Background: an optimization exercise with open tools, aiming at small area, a short achievable clock period and few clock cycles. Do not read the settings as production practice. Function was not checked in any run shown here: the RTL went through the layout flow alone.

## flow/design.v (module list and top-level ports; edited modules follow where they fit)
// module qsim_ctrl: 131 lines
// module real_mac: 1935 lines
// module imag_mac: 1951 lines
// module amp_writer: 77 lines
// module qsim_top: 145 lines
module qsim_top #(
  parameter int MAX_QUBITS = 4,
  parameter int MAX_GATES  = 4,
  localparam int MAX_N = 2 ** MAX_QUBITS,
  localparam int IN_AW = $clog2(MAX_N + 1),
  localparam int GT_AW = $clog2(MAX_GATES * MAX_N * MAX_N),
  localparam int SP_AW = MAX_QUBITS + 1
) (
  input  logic                  clk,
  input  logic                  reset_n,
  input  logic                  dut_valid,
  output logic                  dut_ready,
  output logic [IN_AW-1:0]      q_state_input_sram_read_address,
  input  qsim_pkg::word_t       q_state_input_sram_read_data,
  output logic [GT_AW-1:0]      q_gates_sram_read_address,
  input  qsim_pkg::word_t       q_gates_sram_read_data,
  output logic [SP_AW-1:0]      scratchpad_sram_read_address,
  input  qsim_pkg::word_t       scratchpad_sram_read_data,
  output logic                  scratchpad_sram_write_enable,
  output logic [SP_AW-1:0]      scratchpad_sram_write_address,
  output qsim_pkg::word_t       scratchpad_sram_write_data,
  output logic                  q_state_output_sram_write_enable,
  output logic [MAX_QUBITS-1:0] q_state_output_sram_write_address,
  output qsim_pkg::word_t       q_state_output_sram_write_data
);
  // ...
==> flow/flow/run.sh <==
#!/bin/bash
# Own layout flow: the standard ORFS flow (standard.sh) at the design's
# clock period and constraints, with these changes in how the layout is made:
#  * after the standard synthesis, flow/fa_polarity.py removes inverters
#    between full-adder cells (a full adder with all inputs and outputs
#    complemented is the same cell); registers are untouched;
#  * timing repair aims for SETUP_SLACK_MARGIN ns of setup slack, worst path
#    only (TNS_END_PERCENT 0), so the resizer works on the paths that set the
#    achieved period;
#  * port buffers are buf_2 instead of the default pick;
#  * clock tree synthesis adds no dummy loads.
# Each step's full output goes to its own log file in this folder.
set -euo pipefail

export SETUP_SLACK_MARGIN=${SETUP_SLACK_MARGIN:-8.5}
export TNS_END_PERCENT=0
export BUFFER_PORTS_ARGS="-buffer_cell sky130_fd_sc_hd__buf_2"
export CTS_ARGS="-sink_clustering_enable -repair_clock_nets -dont_use_dummy_load"

RES=$(pwd)/orfs/results/$FLOW_PLATFORM/qsim_top/base

bash standard.sh "$RES/1_2_yosys.v" > log_synth.txt 2>&1
cp "$RES/1_2_yosys.v" 1_2_yosys_standard.v
python3 flow/fa_polarity.py 1_2_yosys_standard.v "$RES/1_2_yosys.v" > log_fa_polarity.txt 2>&1
bash standard.sh synth > log_synth_odb.txt 2>&1
bash standard.sh floorplan > log_floorplan.txt 2>&1
bash standard.sh place > log_place.txt 2>&1
bash standard.sh cts > log_cts.txt 2>&1
bash standard.sh route > log_route.txt 2>&1
bash standard.sh finish > log_finish.txt 2>&1
test -s out/final.def
==> flow/flow/fa_polarity.py <==
#!/usr/bin/env python3
"""Remove inverters around full-adder cells in a mapped sky130 netlist.

A full adder is self-dual: FA(~a, ~b, ~c) = (~sum, ~cout). Yosys's extract_fa
often picks the inverted form, which leaves inverters between the adders of a
multiplier tree. This pass chooses, for every fa cell, whether to use its
inputs and outputs as they are or all complemented, greedily lowering the
number of nets that need an inverted copy, and then rewires the inverters.
Registers and every other cell keep their names, types and connections.

usage: fa_polarity.py IN.v OUT.v
"""
import random
import re
import sys

CELL_RE = re.compile(r'^(\s*)(sky130_fd_sc_hd__\w+)\s+(\S+)\s*\((.*?)\);\s*$', re.S | re.M)
PIN_RE = re.compile(r'\.(\w+)\(([^()]*)\)')
OUT_PINS = {'X', 'Y', 'Q', 'Q_N', 'SUM', 'COUT', 'HI', 'LO'}
FA_IN = ('A', 'B', 'CIN')
FA_OUT = ('SUM', 'COUT')


def esc(n):
    # an escaped identifier ends at white space
    return n + " " if n.startswith("\\") else n


def is_inv(t):
    return re.match(r'sky130_fd_sc_hd__(clk)?inv_\d+$', t) is not None


def main(src, dst):
    text = open(src).read()
    if re.search(r'^\s*assign\s', text, re.M):
        # keep it simple: only netlists without assigns are rewritten
        open(dst, 'w').write(text)
        print("fa_polarity: assign statements present, netlist unchanged")
        return
    cells = []
    for m in CELL_RE.finditer(text):
        pins = [(p, n.strip()) for p, n in PIN_RE.findall(m.group(4))]
        cells.append({'type': m.group(2), 'name': m.group(3), 'pins': pins,
                      'span': m.span(), 'indent': m.group(1)})
    driver = {}
    loads = {}
    for ci, c in enumerate(cells):
        for p, n in c['pins']:
            if p in OUT_PINS:
                driver[n] = (ci, p)
            else:
                loads.setdefault(n, []).append((ci, p))
    # output ports count as fixed loads
    ports_out = set()
    for m in re.finditer(r'^\s*output\s+(\[[^\]]*\]\s*)?([^;]+);', text, re.M):
        for nm in m.group(2).split(','):
            ports_out.add(nm.strip())

    def port_load(n):
        base = n.split('[')[0].strip()
        return base in ports_out or n in ports_out

    fa = [ci for ci, c in enumerate(cells) if re.match(r'sky130_fd_sc_hd__fa_\d+$', c['type'])]
    fa_set = set(fa)
    XSWAP = {'sky130_fd_sc_hd__xor2_1': 'sky130_fd_sc_hd__xnor2_1',
             'sky130_fd_sc_hd__xnor2_1': 'sky130_fd_sc_hd__xor2_1'}
    xo = [ci for ci, c in enumerate(cells) if c['type'] in XSWAP]

    # roots: nets driven by a non-inverter (or undriven: inputs, constants)
    def root_of(n):
        d = driver.get(n)
        if d is not None and is_inv(cells[d[0]]['type']):
            a = dict(cells[d[0]]['pins'])['A']
            r, par = root_of(a)
            return r, par ^ 1
        return n, 0

    # a root is editable when its inverters are one level deep, feed only
    # ordinary cell pins, and neither the root nor an inverter output is a port
    inv_of = {}
    editable = {}
    for ci, c in enumerate(cells):
        if is_inv(c['type']):
            a = dict(c['pins'])['A']
            inv_of.setdefault(a, []).append(ci)

    def check_root(r):
        if r in editable:
            return editable[r]
        ok = True
        d = driver.get(r)
        if d is None or is_inv(cells[d[0]]['type']):
            ok = False
        for ci in inv_of.get(r, []):
            y = dict(cells[ci]['pins'])['Y']
            if port_load(y):
                ok = False
            for lc, lp in loads.get(y, []):
                if is_inv(cells[lc]['type']):
                    ok = False
        editable[r] = ok
        return ok

    # polarity-relevant roots: every FA input root and every FA output net
    roots = set()
    for ci in fa:
        pins = dict(cells[ci]['pins'])
        for p in FA_IN:
            roots.add(root_of(pins[p])[0])
        for p in FA_OUT:
            if p in pins:
                roots.add(pins[p])
    flippable = {}
    for ci in fa:
        pins = dict(cells[ci]['pins'])
        ok = all(check_root(root_of(pins[p])[0]) for p in FA_IN)
        ok = ok and all(check_root(pins[p]) for p in FA_OUT if p in pins)
        ok = ok and all(not port_load(pins[p]) for p in FA_OUT if p in pins)
        flippable[ci] = ok

    # for each editable root: its sinks as (cell, pin, parity)
    sinks = {}
    for r in roots:
        if not editable.get(r):
            continue
        lst = []
        for lc, lp in loads.get(r, []):
            if not is_inv(cells[lc]['type']):
                lst.append((lc, lp, 0))
        for ic in inv_of.get(r, []):
            y = dict(cells[ic]['pins'])['Y']
            for lc, lp in loads.get(y, []):
                lst.append((lc, lp, 1))
        sinks[r] = lst

    flip = {ci: 0 for ci in fa}
    drv_fa = {}
    for r in sinks:
        d = driver[r]
        drv_fa[r] = d[0] if d[0] in fa_set else None
    # an xor/xnor driving an editable root flips by becoming the other cell
    for ci in xo:
        pins = dict(cells[ci]['pins'])
        y = pins.get('X', pins.get('Y'))
        if y in sinks and not port_load(y):
            flip[ci] = 0
            flippable[ci] = True
            drv_fa[y] = ci

    def need(r, lc, par):
        v = par
        if drv_fa[r] is not None:
            v ^= flip[drv_fa[r]]
        if lc in fa_set:
            v ^= flip[lc]
        return v

    def cost(r):
        return 1 if any(need(r, lc, par) for lc, lp, par in sinks[r]) else 0

    touch = {ci: set() for ci in flip}
    for r, lst in sinks.items():
        if drv_fa[r] is not None:
            touch[drv_fa[r]].add(r)
        for lc, lp, par in lst:
            if lc in fa_set:
                touch[lc].add(r)

    before = sum(cost(r) for r in sinks)

    def descend():
        for _ in range(50):
            changed = 0
            for ci in cand:
                rs = touch[ci]
                c0 = sum(cost(r) for r in rs)
                flip[ci] ^= 1
                c1 = sum(cost(r) for r in rs)
                if c1 < c0:
                    changed += 1
                else:
                    flip[ci] ^= 1
            if not changed:
                break

    cand = [ci for ci in flip if flippable[ci] and all(r in sinks for r in touch[ci])]
    descend()
    best = dict(flip)
    best_cost = sum(cost(r) for r in sinks)
    rng = random.Random(1)
    for _ in range(200):
        for ci in cand:
            if rng.random() < 0.1:
                flip[ci] ^= 1
        descend()
        c = sum(cost(r) for r in sinks)
        if c < best_cost:
            best, best_cost = dict(flip), c
        else:
            flip.update(best)
    flip.update(best)
    after = sum(cost(r) for r in sinks)

    XSWAP_SET = set(ci for ci in xo if ci in flip)
    # rewrite connections
    newpins = {ci: dict(c['pins']) for ci, c in enumerate(cells)}
    order = {ci: [p for p, n in c['pins']] for ci, c in enumerate(cells)}
    delete = set()
    extra = []
    extra_wires = []
    nnew = 0
    for r, lst in sinks.items():
        invs = inv_of.get(r, [])
        inv_lst = [(lc, lp) for lc, lp, par in lst if need(r, lc, par)]
        pos_lst = [(lc, lp) for lc, lp, par in lst if not need(r, lc, par)]
        for lc, lp in pos_lst:
            newpins[lc][lp] = r
        if inv_lst:
            if invs:
                keep = invs[0]
                y = newpins[keep]['Y']
                for ic in invs[1:]:
                    delete.add(ic)
            else:
                nnew += 1
                y = f"fapol_n{nnew}"
                extra_wires.append(y)
                extra.append((f"fapol_i{nnew}", r, y))
            for lc, lp in inv_lst:
                newpins[lc][lp] = y
        else:
            for ic in invs:
                delete.add(ic)

    out = []
    pos = 0
    for ci, c in enumerate(cells):
        s, e = c['span']
        out.append(text[pos:s])
        pos = e
        if ci in delete:
            continue
        if ci in XSWAP_SET and flip.get(ci):
            # xor2 drives X, xnor2 drives Y
            o_old, o_new = ('X', 'Y') if 'X' in newpins[ci] else ('Y', 'X')
            newpins[ci][o_new] = newpins[ci].pop(o_old)
            order[ci] = [o_new if p == o_old else p for p in order[ci]]
            c = dict(c, type=XSWAP[c['type']])
        body = ",\n".join(f"{c['indent']}  .{p}({esc(newpins[ci][p])})" for p in order[ci])
        out.append(f"{c['indent']}{c['type']} {c['name']} (\n{body}\n{c['indent']});\n")
    out.append(text[pos:])
    res = "".join(out)
    if extra:
        decl = "".join(f"  wire {w};\n" for w in extra_wires)
        inst = "".join(f"  sky130_fd_sc_hd__inv_1 {n} (\n    .A({esc(a)}),\n    .Y({y})\n  );\n" for n, a, y in extra)
        idx = res.rindex("endmodule")
        res = res[:idx] + inst + res[idx:]
        m = re.search(r'^\s*wire\s', res, re.M)
        res = res[:m.start()] + "\n" + decl + res[m.start() + 1:]
    open(dst, 'w').write(res)
    print(f"fa_polarity: {len(fa)} full adders, {len(XSWAP_SET)} xor cells, {sum(flip.values())} flipped, "
          f"inverted nets {before} -> {after}, {len(delete)} inverters removed, {nnew} added")


if __name__ == "__main__":
    main(sys.argv[1], sys.argv[2])
==> flow/standard.sh <==
#!/bin/bash
# synth_recipe.tcl (not shown) runs the flow's synth.tcl, then flattens the netlist and writes it again
# the make line also repeats each setting of config.mk as NAME=value (left out here)
make -C /OpenROAD-flow-scripts/flow DESIGN_CONFIG=/design/flow/config.mk WORK_HOME=/design/flow/orfs CLKGATE_MAP_FILE= SYNTH_SCRIPT=/design/flow/synth_recipe.tcl "${@:-finish}"
==> flow/config.mk <==
export PLATFORM = sky130hd
export DESIGN_NAME = qsim_top
export DESIGN_NICKNAME = qsim_top
export VERILOG_FILES = /design/flow/design.v
export SDC_FILE = /design/flow/constraint.sdc
export NUM_CORES = 4
export LEC_CHECK = 0
export CAP_MARGIN = 20
export CORE_MARGIN = 2
export CORE_UTILIZATION = 60
export SLEW_MARGIN = 20
==> flow/constraint.sdc <==
create_clock -name core_clock -period 12.0 [get_ports {clk}]
set_input_delay 2.4000 -clock core_clock [delete_from_list [all_inputs] [get_ports {clk}]]
set_output_delay 2.4000 -clock core_clock [all_outputs]
set_load 0.01 [all_outputs]
==> impl_metrics.py, run 1 <==
metrics = {
    "outcome": {
        "status": "complete, no violations",
    },
    "layout": {
        "multi_input_area_um2": 26800,
        "seq_share_pct": 23.5,
        "fin_nets": 4429,
        "clkbuf_count": 52,
        "buffer_area_share_pct": 5.98,
        "seq_cell_count": 474,
        "final_util_pct": 67.4,
    },
    "critical_path": {
        "cp_max_fo": 16,
        "worstPathArrival_ps": 4180,
    },
    "global_route": {
        "grtUsageMet1_pct": 46.7,
        "grt_max_degree": 64,
        "met2_usage_pct": 53.9,
    },
    "worst_hold_path": {
        "min_from": "ctrl_i.last_d[2]",
    },
    "sta": {
        "rsz0062_at_grt": "yes",
        "worst_pin_slew_ps": 1050,
        "layout_setup_ws_ps": 8250,
        "clock.fmax_mhz": 267,
        "fin_crit_ps": 3750,
    },
    "clock_tree": {
        "clkLatencyLatePin_ps": 640,
        "cts_buffer_depth": 3,
        "cts_root_buffer": "clkbuf_16",
        "cts_resized": 187,
    },
    "detailed_routing": {
        "dr.pass1.iters": 8,
        "drtIter0Drc": 3196,
        "met1_length_mm": 45.7,
        "route.detailed.drc": 0,
        "wirelength_mm": 115,
    },
    "die": {
        "n_tap_cell": 846,
    },
    "synthesis": {
        "synthCells": 3633,
    },
    "placement": {
        "gp_congestion": 0.953,
    },
}
==> module qsim_top, before the edit <==
module qsim_top #(
  parameter int MAX_QUBITS = 4,
  parameter int MAX_GATES  = 4,
  localparam int MAX_N = 2 ** MAX_QUBITS,
  localparam int IN_AW = $clog2(MAX_N + 1),
  localparam int GT_AW = $clog2(MAX_GATES * MAX_N * MAX_N),
  localparam int SP_AW = MAX_QUBITS + 1
) (
  input  logic                  clk,
  input  logic                  reset_n,
  input  logic                  dut_valid,
  output logic                  dut_ready,
  output logic [IN_AW-1:0]      q_state_input_sram_read_address,
  input  qsim_pkg::word_t       q_state_input_sram_read_data,
  output logic [GT_AW-1:0]      q_gates_sram_read_address,
  input  qsim_pkg::word_t       q_gates_sram_read_data,
  output logic [SP_AW-1:0]      scratchpad_sram_read_address,
  input  qsim_pkg::word_t       scratchpad_sram_read_data,
  output logic                  scratchpad_sram_write_enable,
  output logic [SP_AW-1:0]      scratchpad_sram_write_address,
  output qsim_pkg::word_t       scratchpad_sram_write_data,
  output logic                  q_state_output_sram_write_enable,
  output logic [MAX_QUBITS-1:0] q_state_output_sram_write_address,
  output qsim_pkg::word_t       q_state_output_sram_write_data
);
  localparam int ND = qsim_pkg::NDIG;
  localparam int AW = qsim_pkg::ACC_W;
  localparam int K  = 18;
  logic [MAX_QUBITS-1:0] n_m1;
  logic [2:0]            m_reg;
  logic                  use_in;
  logic                  use_in_n;
  logic [3:0]            acc_first;
  logic                  row_done;
  logic                  job_done;
  logic [ND-1:0] gr_one, gr_two, gr_neg;
  logic [ND-1:0] gi_one, gi_two, gi_neg;
  logic [ND-1:0] gr_one_a, gr_two_a, gr_neg_a;
  logic [ND-1:0] gi_one_a, gi_two_a, gi_neg_a;
  qsim_pkg::word_t state_a;
  qsim_pkg::word_t state_b;
  logic [AW-K-1:0] real_hi, imag_hi;
  logic [K-1:0]    real_lo, imag_lo;
  logic            real_cy, imag_cy;
  qsim_ctrl #(
    .MAX_QUBITS (MAX_QUBITS),
    .MAX_GATES  (MAX_GATES)
  ) ctrl_i (
    .clk                             (clk),
    .reset_n                         (reset_n),
    .dut_valid                       (dut_valid),
    .dut_ready                       (dut_ready),
    .q_state_input_sram_read_address (q_state_input_sram_read_address),
    .q_state_input_sram_read_data    (q_state_input_sram_read_data),
    .q_gates_sram_read_address       (q_gates_sram_read_address),
    .scratchpad_sram_read_address    (scratchpad_sram_read_address),
    .n_m1                            (n_m1),
    .m_reg                           (m_reg),
    .use_in                          (use_in),
    .use_in_n                        (use_in_n),
    .acc_first                       (acc_first),
    .row_done                        (row_done),
    .job_done                        (job_done)
  );
  function automatic logic [3*ND-1:0] booth(input logic [15:0] y);
    logic [16:0] e;
    logic [ND-1:0] one, two, neg;
    e = {y, 1'b0};
    for (int j = 0; j < ND; j++)
    begin
      neg[j] = e[2*j+2];
      one[j] = e[2*j+1] ^ e[2*j];
      two[j] = (e[2*j+2] & ~e[2*j+1] & ~e[2*j]) | (~e[2*j+2] & e[2*j+1] & e[2*j]);
    end
    booth = {neg, two, one};
  endfunction
  assign {gr_neg, gr_two, gr_one} = booth(q_gates_sram_read_data[31:16]);
  assign {gi_neg, gi_two, gi_one} = booth(q_gates_sram_read_data[15:0]);
  always_ff @(posedge clk)
  begin
    gr_one_a <= gr_one;
    gr_two_a <= gr_two;
    gr_neg_a <= gr_neg;
    gi_one_a <= gi_one;
    gi_two_a <= gi_two;
    gi_neg_a <= gi_neg;
    state_a  <= use_in ? q_state_input_sram_read_data : scratchpad_sram_read_data;
    state_b  <= use_in_n ? ~scratchpad_sram_read_data : ~q_state_input_sram_read_data;
  end
  real_mac real_mac_i (
    .clk      (clk),
    .ga_one   (gr_one_a),
    .ga_two   (gr_two_a),
    .ga_neg   (gr_neg_a),
    .xa       (state_a[31:16]),
    .gb_one   (gi_one_a),
    .gb_two   (gi_two_a),
    .gb_neg   (~gi_neg_a),
    .xb       (state_a[15:0]),
    .first_lo (acc_first[0]),
    .first_hi (acc_first[1]),
    .acc_hi   (real_hi),
    .acc_lo   (real_lo),
    .cy       (real_cy)
  );
  imag_mac imag_mac_i (
    .clk      (clk),
    .ga_one_n (~gr_one_a),
    .ga_two_n (~gr_two_a),
    .ga_neg_n (~gr_neg_a),
    .xa_n     (state_b[15:0]),
    .gb_one_n (~gi_one_a),
    .gb_two_n (~gi_two_a),
    .gb_neg_n (~gi_neg_a),
    .xb_n     (state_b[31:16]),
    .first_lo (acc_first[2]),
    .first_hi (acc_first[3]),
    .acc_hi   (imag_hi),
    .acc_lo   (imag_lo),
    .cy       (imag_cy)
  );
  amp_writer #(
    .MAX_QUBITS (MAX_QUBITS),
    .SPLIT      (K)
  ) writer_i (
    .clk                               (clk),
    .reset_n                           (reset_n),
    .n_m1                              (n_m1),
    .m_reg                             (m_reg),
    .real_hi                           (real_hi),
    .real_lo                           (real_lo),
    .real_cy                           (real_cy),
    .imag_hi                           (imag_hi),
    .imag_lo                           (imag_lo),
    .imag_cy                           (imag_cy),
    .row_done                          (row_done),
    .job_done                          (job_done),
    .scratchpad_sram_write_enable      (scratchpad_sram_write_enable),
    .scratchpad_sram_write_address     (scratchpad_sram_write_address),
    .scratchpad_sram_write_data        (scratchpad_sram_write_data),
    .q_state_output_sram_write_enable  (q_state_output_sram_write_enable),
    .q_state_output_sram_write_address (q_state_output_sram_write_address),
    .q_state_output_sram_write_data    (q_state_output_sram_write_data)
  );
endmodule
==> inputs of run 2 (changes only) <==
--- a/flow/design.v
+++ b/flow/design.v
@@ -2074,38 +2074,30 @@
     acc_lo <= lo[17:0];
     cy     <= lo[18];
     acc_hi <= hi;
   end
 endmodule
 `timescale 1ns/1ps
 module imag_mac (
   input  logic clk,
-  input  logic [7:0] ga_one_n,
-  input  logic [7:0] ga_two_n,
-  input  logic [7:0] ga_neg_n,
-  input  logic [15:0] xa_n,
-  input  logic [7:0] gb_one_n,
-  input  logic [7:0] gb_two_n,
-  input  logic [7:0] gb_neg_n,
-  input  logic [15:0] xb_n,
+  input  logic [7:0] ga_one,
+  input  logic [7:0] ga_two,
+  input  logic [7:0] ga_neg,
+  input  logic [15:0] xa,
+  input  logic [7:0] gb_one,
+  input  logic [7:0] gb_two,
+  input  logic [7:0] gb_neg,
+  input  logic [15:0] xb,
   input  logic first_lo,
   input  logic first_hi,
   output logic [18:0] acc_hi,
   output logic [17:0] acc_lo,
   output logic cy
 );
-  logic [7:0] ga_one;
-  logic [7:0] ga_two;
-  logic [7:0] ga_neg;
-  logic [15:0] xa;
-  logic [7:0] gb_one;
-  logic [7:0] gb_two;
-  logic [7:0] gb_neg;
-  logic [15:0] xb;
   logic pp1;
   logic pp2;
   logic pp3;
   logic pp4;
   logic pp5;
   logic pp6;
   logic pp7;
   logic pp8;
@@ -3052,24 +3044,16 @@
   logic hc949;
   logic hs950;
   logic hc951;
   logic [36:0] acc_in;
   logic [36:0] sum_a;
   logic [36:0] sum_b;
   logic [18:0] lo;
   logic [18:0] hi;
-  assign ga_one = ~ga_one_n;
-  assign ga_two = ~ga_two_n;
-  assign ga_neg = ~ga_neg_n;
-  assign xa = ~xa_n;
-  assign gb_one = ~gb_one_n;
-  assign gb_two = ~gb_two_n;
-  assign gb_neg = ~gb_neg_n;
-  assign xb = ~xb_n;
   assign acc_in = {first_hi ? 19'd0 : acc_hi, first_lo ? 18'd0 : acc_lo};
   assign pp1 = (ga_one[0] & xa[0]) ^ ga_neg[0];
   assign pp2 = ((ga_one[0] & xa[1]) | (ga_two[0] & xa[0])) ^ ga_neg[0];
   assign pp3 = ((ga_one[0] & xa[2]) | (ga_two[0] & xa[1])) ^ ga_neg[0];
   assign pp4 = ((ga_one[0] & xa[3]) | (ga_two[0] & xa[2])) ^ ga_neg[0];
   assign pp5 = ((ga_one[0] & xa[4]) | (ga_two[0] & xa[3])) ^ ga_neg[0];
   assign pp6 = ((ga_one[0] & xa[5]) | (ga_two[0] & xa[4])) ^ ga_neg[0];
   assign pp7 = ((ga_one[0] & xa[6]) | (ga_two[0] & xa[5])) ^ ga_neg[0];
@@ -4133,26 +4117,24 @@
   output qsim_pkg::word_t       q_state_output_sram_write_data
 );
   localparam int ND = qsim_pkg::NDIG;
   localparam int AW = qsim_pkg::ACC_W;
   localparam int K  = 18;
   logic [MAX_QUBITS-1:0] n_m1;
   logic [2:0]            m_reg;
   logic                  use_in;
-  logic                  use_in_n;
   logic [3:0]            acc_first;
   logic                  row_done;
   logic                  job_done;
   logic [ND-1:0] gr_one, gr_two, gr_neg;
   logic [ND-1:0] gi_one, gi_two, gi_neg;
   logic [ND-1:0] gr_one_a, gr_two_a, gr_neg_a;
   logic [ND-1:0] gi_one_a, gi_two_a, gi_neg_a;
   qsim_pkg::word_t state_a;
-  qsim_pkg::word_t state_b;
   logic [AW-K-1:0] real_hi, imag_hi;
   logic [K-1:0]    real_lo, imag_lo;
   logic            real_cy, imag_cy;
   qsim_ctrl #(
     .MAX_QUBITS (MAX_QUBITS),
     .MAX_GATES  (MAX_GATES)
   ) ctrl_i (
     .clk                             (clk),
@@ -4161,17 +4143,17 @@
     .dut_ready                       (dut_ready),
     .q_state_input_sram_read_address (q_state_input_sram_read_address),
     .q_state_input_sram_read_data    (q_state_input_sram_read_data),
     .q_gates_sram_read_address       (q_gates_sram_read_address),
     .scratchpad_sram_read_address    (scratchpad_sram_read_address),
     .n_m1                            (n_m1),
     .m_reg                           (m_reg),
     .use_in                          (use_in),
-    .use_in_n                        (use_in_n),
+    .use_in_n                        (),
     .acc_first                       (acc_first),
     .row_done                        (row_done),
     .job_done                        (job_done)
   );
   function automatic logic [3*ND-1:0] booth(input logic [15:0] y);
     logic [16:0] e;
     logic [ND-1:0] one, two, neg;
     e = {y, 1'b0};
@@ -4189,17 +4171,16 @@
   begin
     gr_one_a <= gr_one;
     gr_two_a <= gr_two;
     gr_neg_a <= gr_neg;
     gi_one_a <= gi_one;
     gi_two_a <= gi_two;
     gi_neg_a <= gi_neg;
     state_a  <= use_in ? q_state_input_sram_read_data : scratchpad_sram_read_data;
-    state_b  <= use_in_n ? ~scratchpad_sram_read_data : ~q_state_input_sram_read_data;
   end
   real_mac real_mac_i (
     .clk      (clk),
     .ga_one   (gr_one_a),
     .ga_two   (gr_two_a),
     .ga_neg   (gr_neg_a),
     .xa       (state_a[31:16]),
     .gb_one   (gi_one_a),
@@ -4209,24 +4190,24 @@
     .first_lo (acc_first[0]),
     .first_hi (acc_first[1]),
     .acc_hi   (real_hi),
     .acc_lo   (real_lo),
     .cy       (real_cy)
   );
   imag_mac imag_mac_i (
     .clk      (clk),
-    .ga_one_n (~gr_one_a),
-    .ga_two_n (~gr_two_a),
-    .ga_neg_n (~gr_neg_a),
-    .xa_n     (state_b[15:0]),
-    .gb_one_n (~gi_one_a),
-    .gb_two_n (~gi_two_a),
-    .gb_neg_n (~gi_neg_a),
-    .xb_n     (state_b[31:16]),
+    .ga_one   (gr_one_a),
+    .ga_two   (gr_two_a),
+    .ga_neg   (gr_neg_a),
+    .xa       (state_a[15:0]),
+    .gb_one   (gi_one_a),
+    .gb_two   (gi_two_a),
+    .gb_neg   (gi_neg_a),
+    .xb       (state_a[31:16]),
     .first_lo (acc_first[2]),
     .first_hi (acc_first[3]),
     .acc_hi   (imag_hi),
     .acc_lo   (imag_lo),
     .cy       (imag_cy)
   );
   amp_writer #(
     .MAX_QUBITS (MAX_QUBITS),
==> flow/flow/run.sh (replaced) <==
#!/bin/bash
# Own layout flow: the standard ORFS flow (standard.sh) at the design's
# clock period and constraints, with these changes in how the layout is made:
#  * after the standard synthesis, flow/fa_polarity.py removes inverters
#    between full-adder cells (a full adder with all inputs and outputs
#    complemented is the same cell); registers are untouched;
#  * timing repair aims for SETUP_SLACK_MARGIN ns of setup slack, worst path
#    only (TNS_END_PERCENT 0), so the resizer works on the paths that set the
#    achieved period;
#  * port buffers are buf_2 instead of the default pick.
# Each step's full output goes to its own log file in this folder.
set -euo pipefail

export SETUP_SLACK_MARGIN=${SETUP_SLACK_MARGIN:-8.5}
export TNS_END_PERCENT=0
export BUFFER_PORTS_ARGS="-buffer_cell sky130_fd_sc_hd__buf_2"

RES=$(pwd)/orfs/results/$FLOW_PLATFORM/qsim_top/base

bash standard.sh "$RES/1_2_yosys.v" > log_synth.txt 2>&1
cp "$RES/1_2_yosys.v" 1_2_yosys_standard.v
python3 flow/fa_polarity.py 1_2_yosys_standard.v "$RES/1_2_yosys.v" > log_fa_polarity.txt 2>&1
bash standard.sh synth > log_synth_odb.txt 2>&1
bash standard.sh floorplan > log_floorplan.txt 2>&1
bash standard.sh place > log_place.txt 2>&1
bash standard.sh cts > log_cts.txt 2>&1
bash standard.sh route > log_route.txt 2>&1
bash standard.sh finish > log_finish.txt 2>&1
test -s out/final.def
==> impl_metrics.py, run 2 <==
metrics = {
    "critical_path": {
        "worstPathArrival_ps": 4190,
        "cp.required_ps": 12500,
        "critPathCaptureType": "flip-flop",
        "worstSetupStartpoint": "gr_two_a[4]",
        "crit_type": "reg2reg",
        "r2r-start": "gr_two_a[4]",
        "startpoint_type": "flip-flop",
        "cp_max_fo": 15,
    },
    "die": {
        "initial_utilization_pct": 60.6,
        "num_rows": 91,
        "die_w_um": 253,
        "die_area_um2": 64200,
        "io_pins": 195,
        "core_um2": 61600,
        "die_h_um": 253,
    },
    "sta": {
        "final_max_slew_viol_count": 0,
        "period_share_pct": 30.8,
        "skew_ps": 22.0,
        "worst_pin_slew_ps": 1000,
        "rsz0062_at_grt": "yes",
        "clock.fmax_mhz": 271,
        "fin_crit_ps": 3700,
        "final_hold_viol_count": 0,
        "setup-tns-final_ps": 0,
        "max_slew_margin_pct": 33.2,
        "finalSetupViolCount": 0,
    },
    "detailed_routing": {
        "route.detailed.drc": 0,
        "drtIter0Drc": 3902,
        "wirelength_mm": 130,
        "dr.pass1.iters": 10,
        "viasPerCell": 6.59,
        "vias": 29804,
        "ant_nets": 0,
        "wl_per_cell_um": 28.7,
    },
    "placement": {
        "io_buffers": 194,
        "dp_hpwl_mm": 71.8,
        "dp.cells": 4296,
        "gp_congestion": 0.904,
    },
    "flow_run": {
        "max_cap_viol_count": 0,
    },
    "synthesis": {
        "synth_area_per_cell_um2": 10.6,
        "synth_area_um2": 37300,
        "yosysWarnings": 5,
        "syn-num-nets": 4265,
        "synthCells": 3516,
    },
    "global_route": {
        "antenna_found_initial": 6,
        "grt_max_degree": 63,
        "grt_pass1_vias": 30622,
        "overflow": 0,
        "grt_usage_pct": 37.2,
        "grt_first_pass_wirelength_mm": 181,
    },
    "clock_tree": {
        "cts_buffers": 50,
        "cts_buffer_depth": 3,
        "cts_root_buffer": "clkbuf_16",
        "hold_buffers": 0,
        "htree_levels": 2,
        "cts_sinks": 441,
        "cts_tree": "done",
        "clkLatencyLatePin_ps": 640,
        "clk_pin_slew_worst_paths_ps": 60,
    },
    "layout": {
        "final_util_pct": 71.0,
        "mostFrequentLayoutCell": "fa_1",
        "mostFrequentLayoutCells": "494 x fa_1, 440 x a22oi_1, 426 x xnor2_1",
        "reg_top3": "state_a x32, writer_i.word_q x32",
        "syn_to_final_growth_pct": 17.3,
        "final_layout_size_suffix_gt1_share_pct": 20.2,
        "fin_nets": 4393,
        "nFillCells": 4444,
        "final_cells": 4525,
    },
    "worst_hold_path": {
        "min_from": "ctrl_i.f_p[0]",
        "min_path_type": "reg2reg",
    },
    "outcome": {
        "status": "complete, no violations",
    },
}
-- run 2: final timing paths --
path	end	slack (ps)	cells past startpoint
worst max register to register	imag_mac_i.cut771	8300	9
worst min-delay path	ctrl_i.f_p[1]	350	0
worst max-delay path	imag_mac_i.cut771	8300	9
worst min register to register	ctrl_i.f_p[1]	350	0
max in group asynchronous	ctrl_i.f_o[0]	9410	2
min in group asynchronous	writer_i.wr_row[2]	1970	2
-- run 2: routing by layer --
| layer | part of all wire, % | vias up | track usage [%] |
|---|---|---|---|
| met2 | 43 | 2174 | 58.1 |
| met1 | 35 | 14739 | 47.7 |
| met3 | 14 | 656 | 9.43 |
| met4 | 7.5 | 4 | 19.7 |
| met5 | 0.045 | - | 0.695 |
| li1 | - | 12231 | - |
-- run 2: cell type report --
type / count / area, µm² / share of cell area (%)
repair buffers: 409 / 4400 / 10.1
flip-flops and latches: 441 / 9370 / 21.4
clock buffers: 64 / 1360 / 3.12
clock inverters: 28 / 309 / 0.706
inverters: 131 / 514 / 1.18
multi-input cells: 2611 / 26700 / 61.1
diodes: 4 / 10.0 / 0.0229
well taps: 837 / 1050 / 2.39
-- run 2: metrics by stage --
stage | area, µm² | setup WS (ps) | hold WS (ps)
2_1_floorplan | 37800 | 8480 | 329
3_3_place_gp | 38600 | 7810 | 334
3_5_place_dp | 38600 | 7750 | 335
4_1_cts | 41600 | 8320 | 348
5_1_grt | 43800 | 8250 | 358
6_report | 43800 | 8300 | 346
-- run 2: critical path: stages, from the launching register on --
cell and delay [ps]:
dfxtp_4 460, buf_12 200, buf_4 140, a22oi_2 70, xnor2_2 150, fa_1 540, fa_2 490, fa_1 570
fa_1 450, fa_1 470
-- run 2: what timing repair did --
action                     CTS  global route
gates cloned                12            40
gates resized for setup    203           186
pin swaps                    7            98
buffers inserted            13            68
setup endpoints to repair  147           138

## separate check: timing with driven ports
How much do the figures lean on ideal ports? The routed layouts below were timed once more, with nothing changed but the port constraints.
Step 1 sets driving cells, clkbuf_16 on the clock port and buf_2 on the other inputs (assumed; they add their load-dependent delay and slew).
Step 2, shift: input delay + t, output delay - t, t = (earliest + latest rising clock arrival at the registers) / 2. This alone moves slack from input paths to output paths.
Slacks: ideal ports / drivers / drivers and shift; pairs: ideal ports / drivers.
| run | t, ns | setup slack, ns | latest minus earliest clock arrival (ns) | slew at the worst register clock pin (ns) |
|---|---|---|---|---|
| run 1 | 0.657 | 8.248 / 8.239 / 7.971 | 0.094 / 0.094 | 0.06 / 0.06 |
| run 2 | 0.688 | 8.303 / 8.261 / 7.999 | 0.022 / 0.023 | 0.07 / 0.07 |
After both steps every run listed still meets setup and hold. The setup slack of run 2, which loses most, moves by -0.042 ns with the drivers and by -0.304 ns with both steps.
